Context: an optimization exercise on an open-source flow, tuned for small area. The choices shown serve that exercise and are no tape-out recipe.
At most, simulation tests tie the RTL to the original design; equivalence was not proved.
For run 2, only the layout was checked, not whether the RTL still works.
No activity file was given, so power comes from the tool's default toggle rates.

`design/flow/design.v`:
```
`timescale 1ns/1ps
`default_nettype none
module fft_seq (
   input  logic clk,
   input  logic rst_n,
   input  logic in_nd,
   output logic ld,
   output logic park,
   output logic cap,
   output logic mac,
   output logic first,
   output logic use_a,
   output logic use_b,
   output logic neg_a,
   output logic shift,
   output logic w1,
   output logic w2,
   output logic out_nd,
   output logic overflow
);
   localparam logic [1:0] S_IDLE = 2'd0;
   localparam logic [1:0] S_LOAD = 2'd1;
   localparam logic [1:0] S_RUN  = 2'd2;    
   localparam logic [1:0] S_BUSY = 2'd3;    
   logic [1:0]  state;
   logic [3:0]  c;            
   logic [3:0]  ph, u;
   logic        w2f;          
   logic [3:0]  lo;           
   logic [3:0]  pm;           
   logic        busy, outp, hit, last, start;
   logic [3:0]  hs, hr, hn;
   logic [2:0]  k;
   assign busy = (state == S_BUSY);
   assign ph   = c;
   assign u    = c;
   assign outp = (pm == 4'd0);
   assign hs   = lo | pm;
   assign hit  = (ph == hs);
   assign last = &hs;
   assign hr   = {hs[0], hs[1], hs[2], hs[3]} + 4'd1;
   assign hn   = {hr[0], hr[1], hr[2], hr[3]} & ~pm;
   assign k[2] = (pm[2] & lo[3]) | (pm[1] & lo[2]) | (pm[0] & lo[1]);
   assign k[1] = (pm[1] & lo[3]) | (pm[0] & lo[2]);
   assign k[0] = pm[0] & lo[3];
   logic [3:0] step;
   always_comb
   begin
      case ({k, u})
         {3'd0, 4'd1}: step = {1'b1, 1'b1, 1'b0, 1'b0};
         {3'd4, 4'd1}: step = {1'b1, 1'b0, 1'b1, 1'b0};
         {3'd1, 4'd1}, {3'd7, 4'd1}: step = {1'b1, 1'b1, 1'b0, 1'b1};
         {3'd1, 4'd2}, {3'd7, 4'd2}: step = {1'b1, 1'b0, 1'b0, 1'b1};
         {3'd1, 4'd3}, {3'd7, 4'd3}: step = {1'b1, 1'b0, 1'b1, 1'b1};
         {3'd1, 4'd4}, {3'd7, 4'd4}: step = {1'b1, 1'b1, 1'b0, 1'b1};
         {3'd1, 4'd5}, {3'd7, 4'd5}: step = {1'b1, 1'b1, 1'b0, 1'b1};
         {3'd1, 4'd6}, {3'd7, 4'd6}: step = {1'b1, 1'b0, 1'b0, 1'b1};
         {3'd1, 4'd7}, {3'd7, 4'd7}: step = {1'b1, 1'b1, 1'b0, 1'b0};
         {3'd1, 4'd8}, {3'd7, 4'd8}: step = {1'b1, 1'b0, 1'b1, 1'b1};
         {3'd1, 4'd9}, {3'd7, 4'd9}: step = {1'b1, 1'b1, 1'b0, 1'b0};
         {3'd1, 4'd10}, {3'd7, 4'd10}: step = {1'b1, 1'b0, 1'b1, 1'b1};
         {3'd1, 4'd11}, {3'd7, 4'd11}: step = {1'b1, 1'b1, 1'b0, 1'b1};
         {3'd3, 4'd1}, {3'd5, 4'd1}: step = {1'b1, 1'b0, 1'b1, 1'b1};
         {3'd3, 4'd2}, {3'd5, 4'd2}: step = {1'b1, 1'b0, 1'b0, 1'b1};
         {3'd3, 4'd3}, {3'd5, 4'd3}: step = {1'b1, 1'b1, 1'b0, 1'b1};
         {3'd3, 4'd4}, {3'd5, 4'd4}: step = {1'b1, 1'b0, 1'b1, 1'b1};
         {3'd3, 4'd5}, {3'd5, 4'd5}: step = {1'b1, 1'b0, 1'b1, 1'b1};
         {3'd3, 4'd6}, {3'd5, 4'd6}: step = {1'b1, 1'b0, 1'b0, 1'b1};
         {3'd3, 4'd7}, {3'd5, 4'd7}: step = {1'b1, 1'b1, 1'b0, 1'b0};
         {3'd3, 4'd8}, {3'd5, 4'd8}: step = {1'b1, 1'b0, 1'b1, 1'b1};
         {3'd3, 4'd9}, {3'd5, 4'd9}: step = {1'b1, 1'b1, 1'b0, 1'b0};
         {3'd3, 4'd10}, {3'd5, 4'd10}: step = {1'b1, 1'b0, 1'b1, 1'b1};
         {3'd3, 4'd11}, {3'd5, 4'd11}: step = {1'b1, 1'b0, 1'b1, 1'b1};
         {3'd2, 4'd1}, {3'd6, 4'd1}: step = {1'b1, 1'b1, 1'b0, 1'b0};
         {3'd2, 4'd2}, {3'd6, 4'd2}: step = {1'b1, 1'b0, 1'b1, 1'b1};
         {3'd2, 4'd3}, {3'd6, 4'd3}: step = {1'b1, 1'b0, 1'b0, 1'b1};
         {3'd2, 4'd4}, {3'd6, 4'd4}: step = {1'b1, 1'b1, 1'b0, 1'b0};
         {3'd2, 4'd5}, {3'd6, 4'd5}: step = {1'b1, 1'b0, 1'b1, 1'b1};
         {3'd2, 4'd6}, {3'd6, 4'd6}: step = {1'b1, 1'b0, 1'b0, 1'b1};
         {3'd2, 4'd7}, {3'd6, 4'd7}: step = {1'b1, 1'b1, 1'b0, 1'b0};
         {3'd2, 4'd8}, {3'd6, 4'd8}: step = {1'b1, 1'b0, 1'b1, 1'b1};
         {3'd2, 4'd9}, {3'd6, 4'd9}: step = {1'b1, 1'b1, 1'b0, 1'b0};
         {3'd2, 4'd10}, {3'd6, 4'd10}: step = {1'b1, 1'b0, 1'b1, 1'b1};
         {3'd2, 4'd11}, {3'd6, 4'd11}: step = {1'b1, 1'b0, 1'b0, 1'b1};
         {3'd2, 4'd12}, {3'd6, 4'd12}: step = {1'b1, 1'b1, 1'b0, 1'b0};
         {3'd2, 4'd13}, {3'd6, 4'd13}: step = {1'b1, 1'b0, 1'b1, 1'b1};
         default: step = 4'b0000;
      endcase
   end
   assign w1    = busy && (u == -pm);
   assign mac   = busy & step[3];
   assign use_a = step[2];
   assign use_b = step[1];
   assign shift = step[0];
   assign first = (u == 4'd1);
   assign neg_a = k[2] & (k[1] | k[0]);
   logic ready;
   assign ready  = (state == S_IDLE) || ((state == S_RUN) && outp && hit && last);
   assign ld     = in_nd && (ready || (state == S_LOAD));
   assign start  = (state == S_RUN) && !outp && hit;
   assign w2     = w2f;
   assign park   = busy;
   assign cap    = !busy || w1;
   assign out_nd = (state == S_RUN) && outp && hit;
   always_ff @(posedge clk)
   begin
      if (ready && in_nd)
         c <= 4'd2;
      else if (start)
         c <= 4'd1;
      else if (busy && (u == 4'd15))
         c <= hs + 4'd1;
      else
         c <= c + 4'd1;
      w2f <= busy && (u == 4'd15);
      if (state == S_LOAD)
      begin
         lo <= 4'd0;
         pm <= 4'd8;
      end
      else
      begin
         if ((busy && (u == 4'd15)) || out_nd)
            lo <= hn;
         if (w2 && (lo == 4'd0))
            pm <= pm >> 1;
      end
   end
   always_ff @(posedge clk or negedge rst_n)
   begin
      if (!rst_n)
      begin
         state    <= S_IDLE;
         overflow <= 1'b0;
      end
      else
      begin
         if (in_nd && !(ready || (state == S_LOAD)))
            overflow <= 1'b1;
         case (state)
            S_IDLE:
               if (in_nd)
                  state <= S_LOAD;
            S_LOAD:
               if (ph == 4'd0)
                  state <= S_RUN;
            S_RUN:
               if (start)
                  state <= S_BUSY;
               else if (outp && hit && last)
                  state <= in_nd ? S_LOAD : S_IDLE;
            default:
               if (u == 4'd15)
                  state <= S_RUN;
         endcase
      end
   end
endmodule
`default_nettype wire
`timescale 1ns/1ps
`default_nettype none
module fft_bf_unit (
   input  logic        clk,
   input  logic        cap,      
   input  logic        mac,      
   input  logic        first,    
   input  logic        use_a,    
   input  logic        use_b,    
   input  logic        neg_a,    
   input  logic        shift,    
   input  logic        w1,
   input  logic        w2,
   input  logic        pass,
   input  logic [23:0] r0,
   output logic [23:0] wr_data,
   output logic [23:0] bq
);
   logic [13:0] p_re, p_im;
   logic        f_re, f_im;
   logic [13:0] y_re, y_im, x_re, x_im, s_re, s_im;
   logic        neg_re, neg_im, g_re, g_im, zx, cin;
   logic [13:0] b_re, b_im, a_re, a_im;
   assign b_re = {{2{bq[11]}}, bq[11:0]};
   assign b_im = {{2{bq[23]}}, bq[23:12]};
   assign a_re = {{2{r0[11]}}, r0[11:0]};
   assign a_im = {{2{r0[23]}}, r0[23:12]};
   logic sel_a, sel_b, sel_r, sel_2;
   assign sel_a = mac & use_a;
   assign sel_b = mac & use_b;
   assign sel_r = w1;
   assign sel_2 = w2 | pass;
   assign y_re = ({14{sel_a}} & b_re) | ({14{sel_b}} & b_im) | ({14{sel_r}} & a_re)
               | ({14{sel_2}} & {b_re[12:0], 1'b0});
   assign y_im = ({14{sel_a}} & b_im) | ({14{sel_b}} & b_re) | ({14{sel_r}} & a_im)
               | ({14{sel_2}} & {b_im[12:0], 1'b0});
   assign neg_re = (sel_a & neg_a) | w2;
   assign neg_im = (sel_a & neg_a) | sel_b | w2;
   assign zx   = (mac & first) | (pass & ~w2);
   assign cin  = w2;
   assign g_re = (f_re & ~zx) ^ neg_re;
   assign g_im = (f_im & ~zx) ^ neg_im;
   assign x_re = (p_re & {14{~zx}}) ^ {14{g_re}};
   assign x_im = (p_im & {14{~zx}}) ^ {14{g_im}};
   logic [14:0] c_re, c_im;
   assign c_re[0] = cin;
   assign c_im[0] = cin;
   for (genvar i = 0; i < 14; i++)
   begin : g_add
      assign s_re[i]   = x_re[i] ^ y_re[i] ^ c_re[i];
      assign c_re[i+1] = (x_re[i] & y_re[i]) | (c_re[i] & (x_re[i] ^ y_re[i]));
      assign s_im[i]   = x_im[i] ^ y_im[i] ^ c_im[i];
      assign c_im[i+1] = (x_im[i] & y_im[i]) | (c_im[i] & (x_im[i] ^ y_im[i]));
   end
   always_ff @(posedge clk)
   begin
      p_re <= (mac && shift) ? {s_re[13], s_re[13:1]} : s_re;
      p_im <= (mac && shift) ? {s_im[13], s_im[13:1]} : s_im;
      f_re <= mac & neg_re;
      f_im <= mac & neg_im;
      if (cap)
         bq <= r0;
   end
   assign wr_data = {s_im[12:1], s_re[12:1]};
endmodule
`default_nettype wire
`timescale 1ns/1ps
`default_nettype none
module fft_ring (
   input  logic        clk,
   input  logic        ld,
   input  logic        keep,
   input  logic [23:0] in_x,
   input  logic [23:0] wr_data,
   output logic [23:0] r0
);
   logic [23:0] r [15];
   always_ff @(posedge clk)
   begin
      for (int i = 0; i < 14; i++)
         r[i] <= r[i+1];
      if (ld)
         r[14] <= in_x;
      else if (keep)
         r[14] <= r[0];
      else
         r[14] <= wr_data;
   end
   assign r0 = r[0];
endmodule
`default_nettype wire
`timescale 1ns/1ps
`default_nettype none
module fft_dit_top (
   input  logic        clk,
   input  logic        rst_n,
   input  logic [23:0] in_x,
   input  logic        in_nd,
   output logic [23:0] out_x,
   output logic        out_nd,
   output logic        overflow
);
   logic        ld, park, cap, mac, first, use_a, use_b, neg_a, shift, w1, w2;
   logic [23:0] r0, wr_data, bq;
   fft_seq u_seq (
      .clk, .rst_n, .in_nd, .ld, .park, .cap, .mac, .first, .use_a, .use_b, .neg_a,
      .shift, .w1, .w2, .out_nd, .overflow
   );
   fft_bf_unit u_bf (
      .clk, .cap, .mac, .first, .use_a, .use_b, .neg_a, .shift, .w1, .w2,
      .pass (!park), .r0, .wr_data, .bq
   );
   fft_ring u_ring (
      .clk, .ld, .keep (park & !w1), .in_x, .wr_data, .r0
   );
   assign out_x = r0;
endmodule
`default_nettype wire
```
`design/flow/flow/run.sh`:
```
#!/bin/bash
# Standard layout with a lighter clock tree and smaller port buffers:
# no dummy clock loads, mid-size clock buffers and bigger sink clusters.
set -euo pipefail
export CTS_ARGS="-sink_clustering_enable -repair_clock_nets -dont_use_dummy_load -buf_list {sky130_fd_sc_hd__clkbuf_8} -sink_clustering_size 22 -sink_clustering_max_diameter 60"
export BUFFER_PORTS_ARGS="-buffer_cell sky130_fd_sc_hd__buf_1"
bash standard.sh > standard.log 2>&1
```
`design/flow/standard.sh`:
```
#!/bin/bash
# synth_recipe.tcl (not shown) runs the flow's synth.tcl, then flattens the netlist and writes it again
# the make line also repeats each setting of config.mk as NAME=value (left out here)
make -C /OpenROAD-flow-scripts/flow DESIGN_CONFIG=/design/flow/config.mk WORK_HOME=/design/flow/orfs CLKGATE_MAP_FILE= SYNTH_SCRIPT=/design/flow/synth_recipe.tcl "${@:-finish}"
```
`design/flow/config.mk`:
```
export PLATFORM = sky130hd
export DESIGN_NAME = fft_dit_top
export DESIGN_NICKNAME = fft_dit_top
export VERILOG_FILES = /design/flow/design.v
export SDC_FILE = /design/flow/constraint.sdc
export NUM_CORES = 4
export LEC_CHECK = 0
export CAP_MARGIN = 20
export CORE_MARGIN = 2
export CORE_UTILIZATION = 40
export SLEW_MARGIN = 20
```
`design/flow/constraint.sdc`:
```
create_clock -name core_clock -period 10.0 [get_ports {clk}]
set_input_delay 2.0000 -clock core_clock [delete_from_list [all_inputs] [get_ports {clk}]]
set_output_delay 2.0000 -clock core_clock [all_outputs]
set_load 0.01 [all_outputs]
```
==> report_table.html, run 1 <==
<table>
<tr><th>Metric</th><th>Value</th></tr>
<tr><th colspan="2">GRT</th></tr>
<tr><td>Pin count of the biggest net entering global routing</td><td>69</td></tr>
<tr><td>First-pass GRT wire length</td><td>34.1 mm</td></tr>
<tr><td>Number of global-route vias before repair</td><td>6,308</td></tr>
<tr><td>Overall track demand over capacity in global routing</td><td>12.9%</td></tr>
<tr><td>Sum of overflow across all layers after global routing</td><td>0</td></tr>
<tr><td>Antenna violations before repair</td><td>0</td></tr>
<tr><th colspan="2">Critical path</th></tr>
<tr><td>Startpoint class of the critical path</td><td>flop</td></tr>
<tr><td>Max stage delay cell, worst path</td><td>dfxtp_1</td></tr>
<tr><td>Most frequent cell on the critical path</td><td>fa_1</td></tr>
<tr><td>Critical path peak fanout</td><td>29</td></tr>
<tr><td>Stage delay of the slowest cell on the critical path</td><td>0.60 ns</td></tr>
<tr><td>Start point of the critical path</td><td>u_seq.c[1]</td></tr>
<tr><td>Kind of end point of the critical path</td><td>flop</td></tr>
<tr><td>Reg2reg setup slack</td><td>1.13 ns</td></tr>
<tr><td>Critical Path AT</td><td>9.35 ns</td></tr>
<tr><td>Worst setup path class</td><td>flop to flop</td></tr>
<tr><td>Data required, critical path</td><td>10.48 ns</td></tr>
<tr><td>Worst r2r src</td><td>u_seq.c[1]</td></tr>
<tr><th colspan="2">Power and ir drop</th></tr>
<tr><td>Clock Power Share</td><td>26.6%</td></tr>
<tr><td>Leakage power</td><td>0.00540 uW</td></tr>
<tr><td>Switch Pwr</td><td>581 uW</td></tr>
<tr><td>Pwr/cell area</td><td>206 nW/um2</td></tr>
<tr><td>Proportion of total power due to net switching</td><td>21.0%</td></tr>
<tr><td>Design internal power</td><td>2180 uW</td></tr>
<tr><td>Part of the power in registers</td><td>69.3%</td></tr>
<tr><td>VDD IR max</td><td>0.000111 V</td></tr>
<tr><td>Combinational fraction of design power</td><td>4.1%</td></tr>
<tr><td>Total power of the final layout</td><td>2760 uW</td></tr>
<tr><th colspan="2">Clocking</th></tr>
<tr><td>Root Driver</td><td>clkbuf_8</td></tr>
<tr><td>Clock latency on the worst-skew pair</td><td>0.62 ns</td></tr>
<tr><td>Post-CTS setup repair buffer count</td><td>0</td></tr>
<tr><td># hold bufs at CTS</td><td>0</td></tr>
<tr><td>Clock-pin transition on the worst setup and hold timing paths</td><td>0.11 ns</td></tr>
<tr><td>Number of buffers inserted during clock tree synthesis</td><td>29</td></tr>
<tr><td>Count of clock tree sinks</td><td>430</td></tr>
<tr><td>Buffers from clock root to sink, at most</td><td>3</td></tr>
<tr><td>H-tree levels</td><td>1</td></tr>
<tr><td>TritonCTS clock tree</td><td>built</td></tr>
<tr><td>Quantity of gates resized following cts</td><td>0</td></tr>
<tr><th colspan="2">Job</th></tr>
<tr><td>Maximum Capacitance Violations</td><td>0</td></tr>
<tr><th colspan="2">Detailed routing</th></tr>
<tr><td>Post-DR wirelength/cell</td><td>15.1 um</td></tr>
<tr><td>Drt initial violations</td><td>382</td></tr>
<tr><td>First-pass DRT Iterations</td><td>5</td></tr>
<tr><td>Drt drc</td><td>0</td></tr>
<tr><td>Vias after detailed routing</td><td>6,681</td></tr>
<tr><td>Post-route ant nets</td><td>0</td></tr>
<tr><td>Average vias per placed instance</td><td>4.80</td></tr>
<tr><td>Routed wire length</td><td>21.0 mm</td></tr>
<tr><th colspan="2">Synthesis</th></tr>
<tr><td>Cells after synthesis</td><td>950</td></tr>
<tr><td>Top cell type's share of synthesized area</td><td>64.7%</td></tr>
<tr><td>Top cells by area in the synthesized netlist</td><td>dfxtp_1, edfxtp_1, fa_1, nand2_1, mux2i_1</td></tr>
<tr><td>Post-synthesis register bit count</td><td>430</td></tr>
<tr><td>Total number of yosys warnings</td><td>4</td></tr>
<tr><td>Most frequent cells after synthesis</td><td>dfxtp_1, nand2_1, nor2_1, a21oi_1, o21ai_0</td></tr>
<tr><td>Average cell area after synthesis</td><td>13.1 um2</td></tr>
<tr><td>Sequential-to-total area share from yosys stat</td><td>71.0%</td></tr>
<tr><td>Most frequent cell after synthesis</td><td>dfxtp_1</td></tr>
<tr><td>Largest area contributor in the synthesized netlist</td><td>dfxtp_1</td></tr>
<tr><td>Post-synth cell types</td><td>66</td></tr>
<tr><td>Share of async-settable or async-resettable flops after synthesis</td><td>0.698%</td></tr>
<tr><td>Flip-flop cell with the highest count after synthesis</td><td>dfxtp_1</td></tr>
<tr><td>Number of flops mapped to enable cells by yosys</td><td>24</td></tr>
<tr><td>Post-synthesis instance area</td><td>12,500 um2</td></tr>
<tr><td>Number of nets in the synthesized netlist</td><td>1,013</td></tr>
<tr><th colspan="2">Floorplan</th></tr>
<tr><td>Placement Rows</td><td>64</td></tr>
<tr><td>Die W</td><td>181 um</td></tr>
<tr><td>Number of top-level pins</td><td>53</td></tr>
<tr><td>Die extent in y</td><td>181 um</td></tr>
<tr><td>Starting density of the core</td><td>40.7%</td></tr>
<tr><td>Area of the placeable core</td><td>30,700 um2</td></tr>
<tr><td>Die outline area</td><td>32,600 um2</td></tr>
<tr><th colspan="2">STA</th></tr>
<tr><td>Post-route minimum period</td><td>8.87 ns</td></tr>
<tr><td>Final-report hold violation count</td><td>0</td></tr>
<tr><td>Post-route setup TNS</td><td>0 ns</td></tr>
<tr><td>Upper clock frequency limit</td><td>113 MHz</td></tr>
<tr><td>Headroom to the max-slew limit</td><td>42.2%</td></tr>
<tr><td>Slew @ Worst Pin</td><td>0.865 ns</td></tr>
<tr><td>Final cycle utilization of the critical path</td><td>88.7%</td></tr>
<tr><td>Final setup margin</td><td>1.13 ns</td></tr>
<tr><td>Unrepaired setup endpoints after global routing</td><td>false</td></tr>
<tr><td>Worst Skew</td><td>0.0952 ns</td></tr>
<tr><td>Final count of pins violating max slew</td><td>0</td></tr>
<tr><td>Final setup violation count</td><td>0</td></tr>
<tr><th colspan="2">Finish</th></tr>
<tr><td>Diodes inserted</td><td>0</td></tr>
<tr><td>Area added between synthesis and finish</td><td>7.70%</td></tr>
<tr><td>Final standard cell count with taps included and fillers excluded</td><td>1,393</td></tr>
<tr><td>Fraction of final layout cells sized beyond drive strength 1</td><td>5.82%</td></tr>
<tr><td>Number of nets in the final layout</td><td>1,062</td></tr>
<tr><th colspan="2">Place</th></tr>
<tr><td>GP Congestion</td><td>0.850</td></tr>
<tr><td>Estimated wirelength of the detail-placed design</td><td>13.8 mm</td></tr>
<tr><td>Pre-CTS setup slack</td><td>1.15 ns</td></tr>
<tr><td>Port Buffer Count</td><td>52</td></tr>
<tr><td>Placed insts</td><td>1,364</td></tr>
<tr><th colspan="2">Min path</th></tr>
<tr><td>Worst hold path startpoint</td><td>u_ring.r[3][13]</td></tr>
<tr><td>Path type of the worst min-delay path</td><td>flop to flop</td></tr>
<tr><th colspan="2">Outcome</th></tr>
<tr><td>Run status</td><td>no timing/DRC/antenna violations</td></tr>
</table>
## registers in the layout (all words and copies together), names as in the netlist
signal / count
u_ring.r: 360
u_bf.bq: 24
u_bf.p_im: 14
u_bf.p_re: 14
u_seq.c: 4
u_seq.lo: 4
u_seq.pm: 4
u_seq.state: 2
u_bf.f_im: 1
u_bf.f_re: 1
u_seq.overflow: 1
u_seq.w2f: 1
## layout by cell type (no fill, tap or decap), types with 4 or more instances in the layout
cell      count
dfxtp_1     403
nand2_1      77
nor2_1       54
buf_1        52
a21oi_1      40
o21ai_0      35
clkbuf_8     29
mux2i_1      27
fa_1         26
xnor2_1      25
edfxtp_1     24
a22o_1       21
a221oi_1     21
inv_1        16
xor2_1       16
ha_1         10
buf_4         8
nor2b_1       7
nor3_1        7
a21o_1        6
a31oi_1       6
and2_1        5
nand2_2       4
o22ai_1       4
o21ai_1       4
nand3_1       4
a211oi_1      4
## final cells by class
class / count / area (um2)
clock buffers: 29 / 399
well taps: 396 / 495
fillers: 2818 / 17200
multi-input cells: 461 / 3360
flip-flops and latches: 430 / 8860
repair buffers: 60 / 255
inverters: 17 / 63.8
## through the flow
step | instance area, um2 | utilization, % | hold WS, ns
2_1_floorplan | 12500 | - | 0.310
3_3_place_gp | 13000 | 42.5 | 0.310
3_5_place_dp | 13000 | 42.5 | 0.312
4_1_cts | 13400 | 43.8 | 0.223
5_1_grt | 13400 | 43.8 | 0.213
6_report | 13400 | 43.8 | 0.234
## path summary, 6_finish.rpt
| check | end | cells past startpoint |
|---|---|---|
| worst max-delay path | u_bf.p_im[12] | 29 |
| worst min-delay path | u_ring.r[2][13] | 0 |
| worst max register to register | u_bf.p_im[12] | 29 |
| worst min register to register | u_ring.r[2][13] | 0 |
| max in group asynchronous | u_seq.state[0] | 1 |
| min in group asynchronous | u_seq.overflow | 1 |
## power by group through the flow
stage / Clock, uW / Combinational (uW) / Sequential [uW]
global placement: 0 / 114 / 1950
finish: 735 / 114 / 1910
detailed placement: 0 / 116 / 1950
CTS: 777 / 117 / 1920
global route: 843 / 132 / 1930
floorplan: 0 / 83.0 / 1940
## routing by layer
layer  GRT usage [%]  wire length [um]  vias up
li1                -                 -     3285
met1            18.8             10500     3240
met2            19.6              9040      126
met3            2.65              1030       30
met4            3.55               389        0
met5               0                 0        -
## worst max-delay path: cells and delay by family (launching register included)
kind / cells / cell delay (ns)
buffers and inverters: 3 / 0.58
DFF: 1 / 0.60
adders and majority gates: 14 / 4.95
AOI/OAI and AO/OA: 6 / 1.18
xor gates and xnor gates: 3 / 0.76
and+or+nand+nor: 3 / 0.76
## cells by family (layout without fill, tap and decap cells)
family,count (synthesis),in the layout,synth area share [%]
xor gates and xnor gates,44,44,3.50
DFF,430,430,71.0
adders and majority gates,36,36,5.17
muxes,30,30,2.44
AOI/OAI and AO/OA,173,173,9.48
buffers and inverters,59,106,2.18
and+or+nand+nor,178,178,6.20
==> run 2: changes to the inputs <==
--- a/design/flow/design.v
+++ b/design/flow/design.v
@@ -171,6 +171,8 @@
    input  logic        w1,
    input  logic        w2,
    input  logic        pass,
+   input  logic        ld,       
+   input  logic [23:0] in_x,
    input  logic [23:0] r0,
    output logic [23:0] wr_data,
    output logic [23:0] bq
@@ -188,11 +190,13 @@
    assign sel_a = mac & use_a;
    assign sel_b = mac & use_b;
    assign sel_r = w1;
-   assign sel_2 = w2 | pass;
+   assign sel_2 = (w2 | pass) & ~ld;
    assign y_re = ({14{sel_a}} & b_re) | ({14{sel_b}} & b_im) | ({14{sel_r}} & a_re)
-               | ({14{sel_2}} & {b_re[12:0], 1'b0});
+               | ({14{sel_2}} & {b_re[12:0], 1'b0})
+               | ({14{ld}} & {in_x[11], in_x[11:0], 1'b0});
    assign y_im = ({14{sel_a}} & b_im) | ({14{sel_b}} & b_re) | ({14{sel_r}} & a_im)
-               | ({14{sel_2}} & {b_im[12:0], 1'b0});
+               | ({14{sel_2}} & {b_im[12:0], 1'b0})
+               | ({14{ld}} & {in_x[23], in_x[23:12], 1'b0});
    assign neg_re = (sel_a & neg_a) | w2;
    assign neg_im = (sel_a & neg_a) | sel_b | w2;
    assign zx   = (mac & first) | (pass & ~w2);
@@ -227,9 +231,7 @@
 `default_nettype none
 module fft_ring (
    input  logic        clk,
-   input  logic        ld,
    input  logic        keep,
-   input  logic [23:0] in_x,
    input  logic [23:0] wr_data,
    output logic [23:0] r0
 );
@@ -238,9 +240,7 @@
    begin
       for (int i = 0; i < 14; i++)
          r[i] <= r[i+1];
-      if (ld)
-         r[14] <= in_x;
-      else if (keep)
+      if (keep)
          r[14] <= r[0];
       else
          r[14] <= wr_data;
@@ -267,10 +267,10 @@
    );
    fft_bf_unit u_bf (
       .clk, .cap, .mac, .first, .use_a, .use_b, .neg_a, .shift, .w1, .w2,
-      .pass (!park), .r0, .wr_data, .bq
+      .pass (!park), .ld, .in_x, .r0, .wr_data, .bq
    );
    fft_ring u_ring (
-      .clk, .ld, .keep (park & !w1), .in_x, .wr_data, .r0
+      .clk, .keep (park & !w1), .wr_data, .r0
    );
    assign out_x = r0;
 endmodule
==> design/flow/flow/run.sh (replaced) <==
#!/bin/bash
# Standard layout with a lighter clock tree and smaller port buffers:
# no dummy clock loads, mid-size clock buffers and bigger sink clusters.
set -euo pipefail
export CTS_ARGS="-sink_clustering_enable -repair_clock_nets -dont_use_dummy_load -buf_list {sky130_fd_sc_hd__clkbuf_4 sky130_fd_sc_hd__clkbuf_8} -sink_clustering_size 18 -sink_clustering_max_diameter 70"
export BUFFER_PORTS_ARGS="-buffer_cell sky130_fd_sc_hd__buf_1"
bash standard.sh > standard.log 2>&1
==> run 2 against run 1 <==
Worst setup slack better by 0.21 ns. Synthesized cell count is 1.7% higher. Clock skew is 0.031 ns lower. Area after synthesis is 0.32% lower. Power is 86% higher. Final cell count is 1.5% higher. Count of clock-buffer cells in the layout is 1 lower. Critical path type unchanged. Still clean. First-iteration DRC count is 3.1% lower. Largest power group unchanged. Non-clock buffer count is 2 higher. Wire length is 0.66% lower. Design area is 0.24% higher. Fmax is 2.4% higher.
==> report_table.html, run 2 <==
<table>
<tr><th>Metric</th><th>Value</th></tr>
<tr><th colspan="2">Finish</th></tr>
<tr><td>Diodes inserted</td><td>0 (unchanged)</td></tr>
<tr><td>Area added between synthesis and finish</td><td>8.31%</td></tr>
<tr><td>Final design utilization</td><td>44.0% (+0.22 points)</td></tr>
<tr><td>Most common library cell in the layout ignoring fill and taps</td><td>dfxtp_1</td></tr>
<tr><td>Area of all placed cells without fillers</td><td>13,500 um2 (+0.24%)</td></tr>
<tr><td>Number of nets in the final layout</td><td>1,083 (+2.0%)</td></tr>
<tr><td>Largest registers ranked by flip-flop count</td><td>u_ring.r: 360 flops, u_bf.bq: 24 flops</td></tr>
<tr><td>Most flop-heavy register</td><td>u_ring.r</td></tr>
<tr><td>Fill cells</td><td>2,812 (-0.21%)</td></tr>
<tr><td>Fraction of final layout cells sized beyond drive strength 1</td><td>5.89% (+0.076 points)</td></tr>
<tr><td>Largest register FFs</td><td>360 (unchanged)</td></tr>
<tr><td>Most used cells in the layout excluding fill and tap cells</td><td>dfxtp_1, nand2_1, a21oi_1</td></tr>
<tr><th colspan="2">Critical path</th></tr>
<tr><td>Kind of end point of the critical path</td><td>flop</td></tr>
<tr><td>Critical Path AT</td><td>9.15 ns (-0.20 ns)</td></tr>
<tr><td>Max stage delay cell, worst path</td><td>a2bb2oi_1</td></tr>
<tr><td>Count of buffering cells on the critical path with inverters included</td><td>3 (unchanged)</td></tr>
<tr><td>Critical path peak fanout</td><td>13 (-55%)</td></tr>
<tr><td>Stage delay of the slowest cell on the critical path</td><td>0.59 ns (about the same)</td></tr>
<tr><td>Worst r2r src</td><td>u_seq.c[1]</td></tr>
<tr><td>Worst setup path class</td><td>flop to flop</td></tr>
<tr><td>Data required, critical path</td><td>10.49 ns (about the same)</td></tr>
<tr><td>Startpoint class of the critical path</td><td>flop</td></tr>
<tr><td>Most frequent cell on the critical path</td><td>fa_1</td></tr>
<tr><td>Reg2reg setup slack</td><td>1.34 ns (+0.21 ns)</td></tr>
<tr><td>Family with the most delay on the worst path</td><td>adder cells</td></tr>
<tr><td>Worst reg-to-reg path cell count</td><td>28 (-3.4%)</td></tr>
<tr><td>Reg-to-Reg End</td><td>u_bf.p_im[12]</td></tr>
<tr><th colspan="2">Min path</th></tr>
<tr><td>Worst hold path startpoint</td><td>u_ring.r[1][12]</td></tr>
<tr><td>Path type of the worst min-delay path</td><td>flop to flop</td></tr>
<tr><td>Hold Crit Endpoint</td><td>u_ring.r[0][12]</td></tr>
<tr><td>Hold Path Depth</td><td>0 (unchanged)</td></tr>
<tr><th colspan="2">Clocking</th></tr>
<tr><td>Count of clock tree sinks</td><td>430 (unchanged)</td></tr>
<tr><td>Quantity of gates resized following cts</td><td>0 (unchanged)</td></tr>
<tr><td>TritonCTS clock tree</td><td>built</td></tr>
<tr><td>Clock-pin transition on the worst setup and hold timing paths</td><td>0.11 ns (about the same)</td></tr>
<tr><td>Buffers from clock root to sink, at most</td><td>3 (unchanged)</td></tr>
<tr><td>Clock latency on the worst-skew pair</td><td>0.59 ns (-0.03 ns)</td></tr>
<tr><td>Number of buffers inserted during clock tree synthesis</td><td>28 (-3.4%)</td></tr>
<tr><td>Post-CTS setup repair buffer count</td><td>0 (unchanged)</td></tr>
<tr><td># hold bufs at CTS</td><td>0 (unchanged)</td></tr>
<tr><td>H-tree levels</td><td>1 (unchanged)</td></tr>
<tr><td>Root Driver</td><td>clkbuf_8</td></tr>
<tr><th colspan="2">Detailed routing</th></tr>
<tr><td>Met2 Wirelength</td><td>9.27 mm (+2.5%)</td></tr>
<tr><td>Post-route ant nets</td><td>0 (unchanged)</td></tr>
<tr><td>Drt initial violations</td><td>370 (-3.1%)</td></tr>
<tr><td>Vias after detailed routing</td><td>6,617 (-0.96%)</td></tr>
<tr><td>Average vias per placed instance</td><td>4.68 (-2.4%)</td></tr>
<tr><td>Routed wire length</td><td>20.8 mm (-0.66%)</td></tr>
<tr><td>First-pass DRT Iterations</td><td>7 (+2)</td></tr>
<tr><td>Post-DR wirelength/cell</td><td>14.7 um (-2.1%)</td></tr>
<tr><td>Drt drc</td><td>0 (unchanged)</td></tr>
<tr><td>Met3 wire length</td><td>936 um (-9.3%)</td></tr>
<tr><td>Top routing layer used</td><td>met4</td></tr>
<tr><td>Met1 wire length</td><td>10.2 mm (-3.5%)</td></tr>
<tr><th colspan="2">STA</th></tr>
<tr><td>Headroom to the max-slew limit</td><td>36.2% (-6.0 points)</td></tr>
<tr><td>Unrepaired setup endpoints after global routing</td><td>false</td></tr>
<tr><td>Final setup violation count</td><td>0 (unchanged)</td></tr>
<tr><td>Post-route setup TNS</td><td>0 ns (unchanged)</td></tr>
<tr><td>Post-route minimum period</td><td>8.66 ns (-0.208 ns)</td></tr>
<tr><td>Slew @ Worst Pin</td><td>0.955 ns (+0.0892 ns)</td></tr>
<tr><td>Worst Skew</td><td>0.0638 ns (-0.0314 ns)</td></tr>
<tr><td>Final count of pins violating max slew</td><td>0 (unchanged)</td></tr>
<tr><td>Final-report hold violation count</td><td>0 (unchanged)</td></tr>
<tr><td>Upper clock frequency limit</td><td>115 MHz (+2.4%)</td></tr>
<tr><td>Final setup margin</td><td>1.34 ns (+0.208 ns)</td></tr>
<tr><td>Final cycle utilization of the critical path</td><td>86.6% (-2.1 points)</td></tr>
<tr><th colspan="2">Synthesis</th></tr>
<tr><td>Total number of yosys warnings</td><td>4 (unchanged)</td></tr>
<tr><td>Post-synth cell types</td><td>61 (-7.6%)</td></tr>
<tr><td>Post-synthesis register bit count</td><td>430 (unchanged)</td></tr>
<tr><td>Sequential-to-total area share from yosys stat</td><td>71.3% (+0.23 points)</td></tr>
<tr><td>Average cell area after synthesis</td><td>12.9 um2 (-2.0%)</td></tr>
<tr><td>Top cells by area in the synthesized netlist</td><td>dfxtp_1, edfxtp_1, fa_1, nand2_1, mux2i_1</td></tr>
<tr><td>Most frequent cells after synthesis</td><td>dfxtp_1, nand2_1, a21oi_1, nor2_1, o21ai_0</td></tr>
<tr><td>Cells after synthesis</td><td>966 (+1.7%)</td></tr>
<tr><td>Most frequent cell after synthesis</td><td>dfxtp_1</td></tr>
<tr><td>Flip-flop cell with the highest count after synthesis</td><td>dfxtp_1</td></tr>
<tr><td>Post-synthesis instance area</td><td>12,400 um2 (-0.32%)</td></tr>
<tr><td>Number of flops mapped to enable cells by yosys</td><td>24 (unchanged)</td></tr>
<tr><td>Largest area contributor in the synthesized netlist</td><td>dfxtp_1</td></tr>
<tr><td>Share of async-settable or async-resettable flops after synthesis</td><td>0.698% (unchanged)</td></tr>
<tr><td>Number of nets in the synthesized netlist</td><td>1,029 (+1.6%)</td></tr>
<tr><td>Top cell type's share of synthesized area</td><td>64.9% (+0.21 points)</td></tr>
<tr><th colspan="2">Floorplan</th></tr>
<tr><td>Placement Rows</td><td>64 (unchanged)</td></tr>
<tr><td>Starting density of the core</td><td>40.7% (about the same)</td></tr>
<tr><td>Number of top-level pins</td><td>53 (unchanged)</td></tr>
<tr><td>Die extent in y</td><td>180 um (-0.16%)</td></tr>
<tr><td>Die W</td><td>180 um (-0.16%)</td></tr>
<tr><td>Area of the placeable core</td><td>30,600 um2 (-0.26%)</td></tr>
<tr><td>Die outline area</td><td>32,500 um2 (-0.32%)</td></tr>
<tr><th colspan="2">Place</th></tr>
<tr><td>Total cell area at the placement stage</td><td>13,100 um2 (+0.32%)</td></tr>
<tr><td>GP Congestion</td><td>0.827 (-2.7%)</td></tr>
<tr><td>Port Buffer Count</td><td>52 (unchanged)</td></tr>
<tr><td>Estimated wirelength of the detail-placed design</td><td>14.0 mm (+0.79%)</td></tr>
<tr><td>Pre-CTS setup slack</td><td>1.16 ns (+0.00945 ns)</td></tr>
<tr><th colspan="2">GRT</th></tr>
<tr><td>Number of global-route vias before repair</td><td>6,342 (+0.54%)</td></tr>
<tr><td>Pin count of the biggest net entering global routing</td><td>69 (unchanged)</td></tr>
<tr><td>First-pass GRT wire length</td><td>34.4 mm (+0.97%)</td></tr>
<tr><td>Sum of overflow across all layers after global routing</td><td>0 (unchanged)</td></tr>
<tr><td>Antenna violations before repair</td><td>0 (unchanged)</td></tr>
<tr><td>Overall track demand over capacity in global routing</td><td>13.0% (+0.047 points)</td></tr>
<tr><th colspan="2">Power and ir drop</th></tr>
<tr><td>VDD IR max</td><td>0.000206 V (+86%)</td></tr>
<tr><td>Leakage power</td><td>0.00530 uW (-1.7%)</td></tr>
<tr><td>Total power of the final layout</td><td>5140 uW (+86%)</td></tr>
<tr><td>Pwr/cell area</td><td>382 nW/um2 (+86%)</td></tr>
<tr><th colspan="2">Outcome</th></tr>
<tr><td>Run status</td><td>no timing/DRC/antenna violations</td></tr>
<tr><th colspan="2">Job</th></tr>
<tr><td>Maximum Capacitance Violations</td><td>0 (unchanged)</td></tr>
</table>
==> run 2: worst max path at each step <==
stage	start	end	slack (ns)	cells after the start
finish	u_seq.c[1]	u_bf.p_im[12]	1.34	28
global route	u_seq.c[1]	u_bf.p_im[12]	0.95	28
floorplan	in_nd	u_bf.p_re[12]	1.84	23
CTS	u_seq.pm[0]	u_bf.p_im[12]	1.07	25
global placement	u_seq.pm[0]	u_bf.p_re[12]	1.32	25
detailed placement	u_seq.pm[0]	u_bf.p_im[12]	1.16	25
==> run 2: logic make-up after synthesis <==
group | Yosys count | synth area share, %
flops | 430 | 71.3
simple gates | 211 | 7.33
compound gates | 155 | 7.98
buf+inv | 52 | 1.90
xor+xnor | 47 | 3.43
fa+ha+maj | 36 | 5.19
mux | 35 | 2.90
==> run 2: layout make-up <==
| cell class | instances | area (um2) | area share, % |
|---|---|---|---|
| Tap cell | 396 | 495 | 3.68 |
| Sequential cell | 430 | 8860 | 65.8 |
| Inverter | 14 | 52.6 | 0.390 |
| Multi-Input combinational cell | 484 | 3410 | 25.3 |
| Timing Repair Buffer | 62 | 268 | 1.99 |
| Clock buffer | 28 | 385 | 2.86 |
==> run 2: per-stage QoR <==
step | hold WS, ns | instances
finish | 0.309 | 1414
global route | 0.310 | 1414
CTS | 0.305 | 1413
detailed placement | 0.312 | 1385
global placement | 0.310 | 1385
floorplan | 0.310 | 966
==> run 2: metal layers <==
metal  GRT usage [%]  vias up
met5               0        -
met4            3.81        0
met3            2.59       40
met2            20.0      127
met1            18.6     3159
li1                -     3291
==> run 2: power breakdown <==
| part | total [uW] | switching, uW | internal (uW) |
|---|---|---|---|
| clock | 722 | 471 | 251 |
| sequential | 3020 | 340 | 2680 |
| combinational | 1400 | 819 | 581 |
| total | 5140 | 1630 | 3510 |

## what the ideal ports hide
Ports are ideal in the flow. The routed layouts listed here were re-timed in OpenROAD. Step 1 sets driving cells, clkbuf_16 on the clock port and buf_2 on the other inputs (assumed; they add their load-dependent delay and slew). Step 2 moves the port delays by t, midway between the first and last clock arrival at a register: inputs arrive t later, outputs are due t later. That takes back most of the time a late clock gives input paths. Three values: ideal, step 1, step 2; two values: the first two.
run	t, ns	setup slack, ns	hold WS [ns]	worst register clock-pin slew, ns
run 1	0.613	1.132 / 1.132 / 1.132	0.234 / 0.234 / 0.234	0.12 / 0.12
run 2	0.605	1.340 / 1.340 / 1.340	0.309 / 0.309 / 0.309	0.11 / 0.11
After both steps setup and hold are still met in every run listed.
